Background: an optimization exercise with open tools, aiming at small area and a short achievable clock period. Do not read the settings as production practice.
The RTL was checked by simulation tests, not by an equivalence proof against the original design.
Power figures rest on the tool's default switching activity, not on a simulated workload.

File: flow/design.v
package spi_eeprom_pkg;
   localparam logic [7:0] OP_WREN  = 8'h06;
   localparam logic [7:0] OP_WRDI  = 8'h04;
   localparam logic [7:0] OP_RDSR  = 8'h05;
   localparam logic [7:0] OP_READ  = 8'h03;
   localparam logic [7:0] OP_WRITE = 8'h02;
   typedef enum logic [2:0] {
      IDLE, CMD, ADDR, READ, WRITE, RDSR, IGNORE
   } state_t;
endpackage
module spi_sync_edge #(
   parameter logic RST_VAL = 1'b0
) (
   input  logic i_clk,
   input  logic i_rst,
   input  logic i_d,
   output logic o_q,
   output logic o_rise,
   output logic o_fall
);
   logic r_s1, r_s2, r_s3;
   always_ff @(posedge i_clk) begin
      if (i_rst) begin
         r_s1 <= RST_VAL;
         r_s2 <= RST_VAL;
         r_s3 <= RST_VAL;
      end else begin
         r_s1 <= i_d;
         r_s2 <= r_s1;
         r_s3 <= r_s2;
      end
   end
   assign o_q    = r_s2;
   assign o_rise = r_s2 & ~r_s3;
   assign o_fall = ~r_s2 & r_s3;
endmodule
module spi_eeprom_responder #(
   parameter int DEPTH  = 256,
   parameter int ADDR_W = 8,
   parameter int PAGE   = 16
) (
   input  logic FCLK_CLK0,
   input  logic RST,
   input  logic i_sclk,
   input  logic i_mosi,
   input  logic i_ss_n,
   output logic o_miso,
   output logic o_miso_oe,
   output logic o_wel,
   output logic o_cmd_err
);
   localparam logic [ADDR_W-1:0] PMASK = ADDR_W'(PAGE - 1);
   spi_eeprom_pkg::state_t              r_state, w_state_nx;
   logic [2:0]          r_bit_cnt;
   logic [7:0]          r_shift_in, r_miso_sr, r_rdata;
   logic [ADDR_W-1:0]   r_addr;
   logic                r_wel, r_is_write, r_wr_armed, r_cmd_err;
   logic                r_mosi_s1, r_mosi_s2;
   logic [1:0]          r_ld_pipe;
   logic [7:0]          r_mem [DEPTH];
   logic w_sclk_rise, w_sclk_fall, w_unused_sclk_lvl;
   logic w_ss_n, w_ss_rise, w_ss_fall;
   logic w_byte_done;
   logic [7:0] w_byte;
   logic w_set_wel, w_clr_wel, w_cmd_err, w_ld_sts, w_ld_addr;
   logic w_rd_start, w_rd_next, w_wr_next, w_set_wr, w_set_rd, w_mem_we;
   spi_sync_edge #(.RST_VAL(1'b0)) u_sclk (
      .i_clk (FCLK_CLK0), .i_rst (RST), .i_d (i_sclk),
      .o_q (w_unused_sclk_lvl), .o_rise (w_sclk_rise), .o_fall (w_sclk_fall)
   );
   spi_sync_edge #(.RST_VAL(1'b1)) u_ss (
      .i_clk (FCLK_CLK0), .i_rst (RST), .i_d (i_ss_n),
      .o_q (w_ss_n), .o_rise (w_ss_rise), .o_fall (w_ss_fall)
   );
   assign w_byte      = {r_shift_in[6:0], r_mosi_s2};
   assign w_byte_done = w_sclk_rise & (r_bit_cnt == 3'd7) & ~w_ss_n;
   assign w_mem_we    = w_wr_next & r_wel & ~RST;
   always_ff @(posedge FCLK_CLK0) begin
      if (RST) r_state <= spi_eeprom_pkg::IDLE;
      else     r_state <= w_state_nx;
   end
   always_comb begin
      w_state_nx = r_state;
      w_set_wel  = 1'b0;
      w_clr_wel  = 1'b0;
      w_cmd_err  = 1'b0;
      w_ld_sts   = 1'b0;
      w_ld_addr  = 1'b0;
      w_rd_start = 1'b0;
      w_rd_next  = 1'b0;
      w_wr_next  = 1'b0;
      w_set_wr   = 1'b0;
      w_set_rd   = 1'b0;
      if (w_ss_rise) begin
         w_state_nx = spi_eeprom_pkg::IDLE;
         w_clr_wel  = r_wr_armed;
      end else begin
         case (r_state)
            spi_eeprom_pkg::IDLE: if (w_ss_fall) w_state_nx = spi_eeprom_pkg::CMD;
            spi_eeprom_pkg::CMD: if (w_byte_done) begin
               case (w_byte)
                  spi_eeprom_pkg::OP_WREN:  begin w_set_wel = 1'b1; w_state_nx = spi_eeprom_pkg::IGNORE; end
                  spi_eeprom_pkg::OP_WRDI:  begin w_clr_wel = 1'b1; w_state_nx = spi_eeprom_pkg::IGNORE; end
                  spi_eeprom_pkg::OP_RDSR:  begin w_ld_sts  = 1'b1; w_state_nx = spi_eeprom_pkg::RDSR;   end
                  spi_eeprom_pkg::OP_READ:  begin w_set_rd  = 1'b1; w_state_nx = spi_eeprom_pkg::ADDR;   end
                  spi_eeprom_pkg::OP_WRITE: begin w_set_wr  = 1'b1; w_state_nx = spi_eeprom_pkg::ADDR;   end
                  default:  begin w_cmd_err = 1'b1; w_state_nx = spi_eeprom_pkg::IGNORE; end
               endcase
            end
            spi_eeprom_pkg::ADDR: if (w_byte_done) begin
               w_ld_addr  = 1'b1;
               w_rd_start = ~r_is_write;
               w_state_nx = r_is_write ? spi_eeprom_pkg::WRITE : spi_eeprom_pkg::READ;
            end
            spi_eeprom_pkg::READ:  if (w_byte_done) w_rd_next = 1'b1;
            spi_eeprom_pkg::WRITE: if (w_byte_done) w_wr_next = 1'b1;
            spi_eeprom_pkg::RDSR:  if (w_byte_done) w_ld_sts  = 1'b1;
            default: ;
         endcase
      end
   end
   always_ff @(posedge FCLK_CLK0) begin
      if (RST) begin
         r_bit_cnt  <= '0;
         r_shift_in <= '0;
         r_miso_sr  <= '0;
         r_addr     <= '0;
         r_wel      <= 1'b0;
         r_is_write <= 1'b0;
         r_wr_armed <= 1'b0;
         r_cmd_err  <= 1'b0;
         r_mosi_s1  <= 1'b0;
         r_mosi_s2  <= 1'b0;
         r_ld_pipe  <= '0;
      end else begin
         r_mosi_s1 <= i_mosi;
         r_mosi_s2 <= r_mosi_s1;
         r_cmd_err <= w_cmd_err;
         r_ld_pipe <= {r_ld_pipe[0], w_rd_start | w_rd_next};
         if (w_ss_fall || w_ss_rise) begin
            r_bit_cnt  <= '0;
            r_shift_in <= '0;
         end else if (w_sclk_rise && !w_ss_n) begin
            r_bit_cnt  <= r_bit_cnt + 3'd1;
            r_shift_in <= w_byte;
         end
         if (w_set_wel)      r_wel <= 1'b1;
         else if (w_clr_wel) r_wel <= 1'b0;
         if (w_set_wr)      r_is_write <= 1'b1;
         else if (w_set_rd) r_is_write <= 1'b0;
         if (w_ss_rise)                     r_wr_armed <= 1'b0;
         else if (w_ld_addr && r_is_write) r_wr_armed <= 1'b1;
         if (w_ld_addr)      r_addr <= w_byte[ADDR_W-1:0];
         else if (w_rd_next) r_addr <= r_addr + ADDR_W'(1);
         else if (w_wr_next) r_addr <= (r_addr & ~PMASK) | ((r_addr + ADDR_W'(1)) & PMASK);
         if (w_ss_fall)                                 r_miso_sr <= '0;
         else if (w_ld_sts)                             r_miso_sr <= {6'b0, r_wel, 1'b0};
         else if (r_ld_pipe[1] && r_state == spi_eeprom_pkg::READ)      r_miso_sr <= r_rdata;
         else if (w_sclk_fall && r_bit_cnt != 3'd0)     r_miso_sr <= {r_miso_sr[6:0], 1'b0};
      end
   end
   always_ff @(posedge FCLK_CLK0) begin
      if (w_mem_we) r_mem[r_addr] <= w_byte;
      r_rdata <= r_mem[r_addr];
   end
   assign o_miso    = ((r_state == spi_eeprom_pkg::READ) || (r_state == spi_eeprom_pkg::RDSR)) & r_miso_sr[7];
   assign o_miso_oe = ~w_ss_n;
   assign o_wel     = r_wel;
   assign o_cmd_err = r_cmd_err;
endmodule
File: flow/run.sh
#!/bin/bash
# synth_recipe.tcl (not shown) runs the flow's synth.tcl, then flattens the netlist and writes it again
# the make line also repeats each setting of config.mk as NAME=value (left out here)
make -C /OpenROAD-flow-scripts/flow DESIGN_CONFIG=/design/flow/config.mk WORK_HOME=/design/flow/orfs CLKGATE_MAP_FILE= SYNTH_SCRIPT=/design/flow/synth_recipe.tcl finish
File: flow/config.mk
export PLATFORM = sky130hd
export DESIGN_NAME = spi_eeprom_responder
export DESIGN_NICKNAME = spi_eeprom_responder
export VERILOG_FILES = /design/flow/design.v
export SDC_FILE = /design/flow/constraint.sdc
export NUM_CORES = 4
export LEC_CHECK = 0
export CAP_MARGIN = 20
export CORE_MARGIN = 2
export CORE_UTILIZATION = 40
export SETUP_SLACK_MARGIN = 1.0
export SLEW_MARGIN = 20
File: flow/constraint.sdc
create_clock -name core_clock -period 3.8 [get_ports {FCLK_CLK0}]
set_input_delay 0.7600 -clock core_clock [delete_from_list [all_inputs] [get_ports {FCLK_CLK0}]]
set_output_delay 0.7600 -clock core_clock [all_outputs]
set_load 0.01 [all_outputs]
==> key figures <==
Run status
  • Outcome: no timing/DRC/antenna violations

Yosys
  • Synthesis Warnings: 3
  • Post-Syn Nets: 3781
  • Register bit total from synthesis: 2099
  • EDFF count, synth: approximately 2000
  • Share of the synthesized area in the top cell type: 0.766
  • Mean Syn Cell Area: roughly 21 sq um
  • Sequential cell area fraction in the yosys report: 0.778
  • Largest cells by area after synthesis: edfxtp_1 (77%), mux4_2 (14%), a22oi_1 (2.4%)
  • Post-Syn Area: 80300 sq um
  • Cells after Synth: approximately 3800
  • Synth cell types: 49
  • Cell taking the most area after synthesis: edfxtp_1
  • Ys async rst share: 0
  • Top_reg_cell synth: edfxtp_1

Timing
  • Setup Viol. Count Final: 0
  • TNS Setup: 0 ns
  • Final Skew: 0.0329 ns
  • Worst-margin pin slew: roughly 1.1 ns
  • Hold Slack: 0.437 ns
  • Fin crit period: 2.88 ns
  • RSZ-0062 raised after global routing: true
  • Final Cycle Share: 0.757
  • Final Hold Vio Count: 0
  • Maximum clock rate: ~350 MHz
  • Slew headroom: 0.255
  • Count of pins over their slew limit: 0

Floorplanning
  • Initial Util: 0.402
  • Die H: 452 microns
  • Site row count: 164
  • Chip Width: around 450 microns
  • Ports: 9
  • Core Region: 200000 sq um
  • Full die area: 204000 sq um

Critical path
  • Worst path required time: approximately 4.5 ns
  • Nature of the critical path endpoint: flop
  • Cell mode on critical path: buf_4
  • Crit path from: r_addr[0]
  • Worst reg2reg setup slack: 0.92 ns
  • CP arrival: 3.59 ns
  • Critical path type: flop to flop
  • Worst path cell trace: buf_4 -> clkbuf_16 -> bufbuf_16 -> mux4_2 -> a22oi_1 -> a21oi_1 -> o41ai_2 -> buf_4 -> nand4_1
  • CP max FO: 11
  • Cell family with the largest share of critical-path delay: buffers and inverters
  • Slowest CP cell: mux4_2
  • Slowest stage delay, CP: 0.52 ns
  • FF-to-FF Start: r_addr[0]
  • Buf+Inv Stages, Crit Path: 4
  • CP Launch Type: flop

Routing
  • Detailed Routing Iterations Pass 1: 5
  • Via count: 40073
  • DRC violation count after routing: 0
  • Wirelength per Cell: 28.8 microns
  • WL final: 202 mm
  • Drt initial violations: 4440
  • DR vias/cell: 5.70
  • ANT nets after route: 0

Power
  • Maximum vdd drop: 0.420 mV
  • P_leak: just under 30 nW
  • Pwr per Cell Area: 477 nW/um^2

Final layout
  • Fin nets: 4231
  • Final core occ: 0.475
  • Area growth syn-to-layout: 18.2%
  • Layout cell share with drive strength beyond 1: 0.337

Global route
  • First-pass GRT wire length: a little under 300 mm
  • Total grt overflow: 0
  • Largest net degree at the start of global routing: 178
  • GRT Total Usage: 0.196
  • Initial antenna violation count: 3
  • Number of global-route vias before repair: 40397

Place
  • Final HPWL DP: 117 mm
  • GPL Wtd Cong: between 0.8 and 0.9
  • Port Buffers: 8

Hold path
  • Hold path start: r_mosi_s1
  • Hold/Removal Path Class: flop to flop

Clocking
  • Reg clk slew, reported paths: 0.06 ns
  • Max clock buf depth: 3
  • Worst skew pair latency: between 0.8 and 0.9 ns
  • CTS root buf: clkbuf_16
  • Clock Sinks: 2099
  • CTS H-tree depth: 4
  • CTS Buf Count: 200
  • CTS tree: yes

Flow run
  • Max Cap Viol: 0
==> cell usage after synthesis, drive strengths merged (2+ instances only) <==
library cell / count
nor2: 279
a21oi: 149
buf: 80
o21bai: 2
a22oi: 258
nand4: 13
clkbuf: 163
nand2: 57
nor3: 10
mux2i: 9
o21ai: 8
nand3: 5
nand2b: 7
ha: 9
a21boi: 2
and3: 2
inv: 8
dfxtp: 51
edfxtp: 2048
or2: 4
nor4b: 2
xor2: 2
o41ai: 32
nor2b: 14
nor4: 2
or3: 3
nor3b: 8
a211oi: 8
or4: 3
mux4: 512
and2: 4
==> sequential cells by signal (all words and copies together), names as in the netlist, 2 cells and up <==
name	flops
r_shift_in	7
r_miso_sr	8
r_bit_cnt	3
r_addr	8
r_mem	2048
r_ld_pipe	2
r_state	3
r_rdata	8
==> area by class of cell <==
type	count	area [sq um]
Sequential cell	2099	62600
Multi-Input combinational cell	1417	17500
Inverter	8	30.0
Clock inverter	121	1280
Tap cell	2656	3320
Antenna cell	1	2.50
Timing Repair Buffer	491	4870
Fill cell	16140	105000
Clock buffer	241	5330
==> worst paths after layout <==
kind,end,depth (start not counted)
setup reg to reg,r_rdata[6],9
hold reg to reg,r_mosi_s2,1
setup / recovery,r_rdata[6],9
hold / removal,r_mosi_s2,1
==> cell families (layout without fill, tap and decap cells) <==
logic type,after synthesis,in the layout,share of synthesized area
muxes,521,521,0.145
other,0,1,0
and+or+nand+nor,415,415,0.0220
adders and majority gates,9,9,0.00140
xor gates and xnor gates,3,3,0.000327
buffers and inverters,251,861,0.0138
DFF,2099,2099,0.778
AOI/OAI and AO/OA,469,469,0.0395
==> metal layers <==
layer,share of wire,vias to the layer above,GRT usage
met5,0,-,0
met4,0.024,0,0.0518
met3,0.073,290,0.0330
met2,0.48,1699,0.308
met1,0.43,21349,0.284
li1,-,16735,-
==> worst register-to-register path: cells and delay by family, from the launching register on <==
| kind | cells | cell delay, ns |
|---|---|---|
| flip-flops | 1 | 0.45 |
| multiplexers | 1 | 0.53 |
| AO/OA/AOI/OAI | 3 | 0.79 |
| AND/OR/NAND/NOR | 1 | 0.10 |
| buffers and inverters | 4 | 0.90 |
==> power breakdown <==
group,switching (W),internal [W]
logic,0.0000625,0.0000191
clock network,0.00845,0.0117
registers,0.00000841,0.0250
total,0.00853,0.0368
==> metrics by stage <==
| stage | instances | power, W | area (sq um) | setup slack [ns] |
|---|---|---|---|---|
| global placement | 6620 | 0.0256 | 86500 | 0.0511 |
| detailed placement | 6620 | 0.0256 | 86500 | 0.0957 |
| global route | 7033 | 0.0465 | 94900 | 0.892 |
| CTS | 7006 | 0.0456 | 94200 | 0.862 |
| floorplan | 3767 | 0.0256 | 80400 | 1.03 |
| finish | 7034 | 0.0453 | 94900 | 0.925 |
==> what timing repair did <==
item                                    in CTS  in global routing
buffers inserted                            15                 20
endpoints found under the hold margin        0                  0
cloned                                       9                  5
pin swaps                                   10                 21
endpoints found under the setup margin     906               1177
hold buffers                                 0                  0
gates resized for setup                    125                 84
==> cell usage in the layout (no fill, tap or decap), types with 11 or more instances in the layout <==
master / Yosys / layout
dfxtp_4: 0 / 12
nor2_2: 0 / 11
nand2_1: 57 / 33
buf_12: 0 / 48
a22oi_1: 258 / 187
buf_4: 1 / 399
nand2_2: 0 / 23
bufinv_16: 0 / 26
o41ai_2: 0 / 27
nand4_1: 13 / 13
buf_16: 0 / 15
clkinv_2: 0 / 37
dfxtp_1: 51 / 36
clkbuf_1: 163 / 33
a21oi_2: 0 / 23
mux4_2: 512 / 512
clkinv_1: 0 / 43
nor2_1: 279 / 264
clkbuf_16: 0 / 213
nor2b_1: 14 / 11
edfxtp_1: 2048 / 2048
a21oi_1: 149 / 126
a22oi_2: 0 / 71

==> re-timing with driven ports <==
No port has a modelled driver above. Below, the same layout with a new extraction and two added sets of constraints. Step 1 assumes that a clkbuf_16 drives the clock port and a buf_2 every other input. Step 2 adds t to the input delays and takes it off the output delays; t is the mean of the earliest and latest rising clock arrival at the registers after step 1. Input paths then give back, and output paths get back, about the clock's delay inside the block. Slacks: ideal ports / drivers / drivers and shift; pairs: ideal ports / drivers.
t (ns): 0.903
setup slack, ns: 0.924 / 0.924 / 0.428
worst register clock-pin slew, ns: 0.07 / 0.07
cell pins on the clock port's net: 1
After both steps this run still meets setup and hold. The setup slack of this run moves by 0.000 ns with the drivers and by -0.496 ns with both steps.
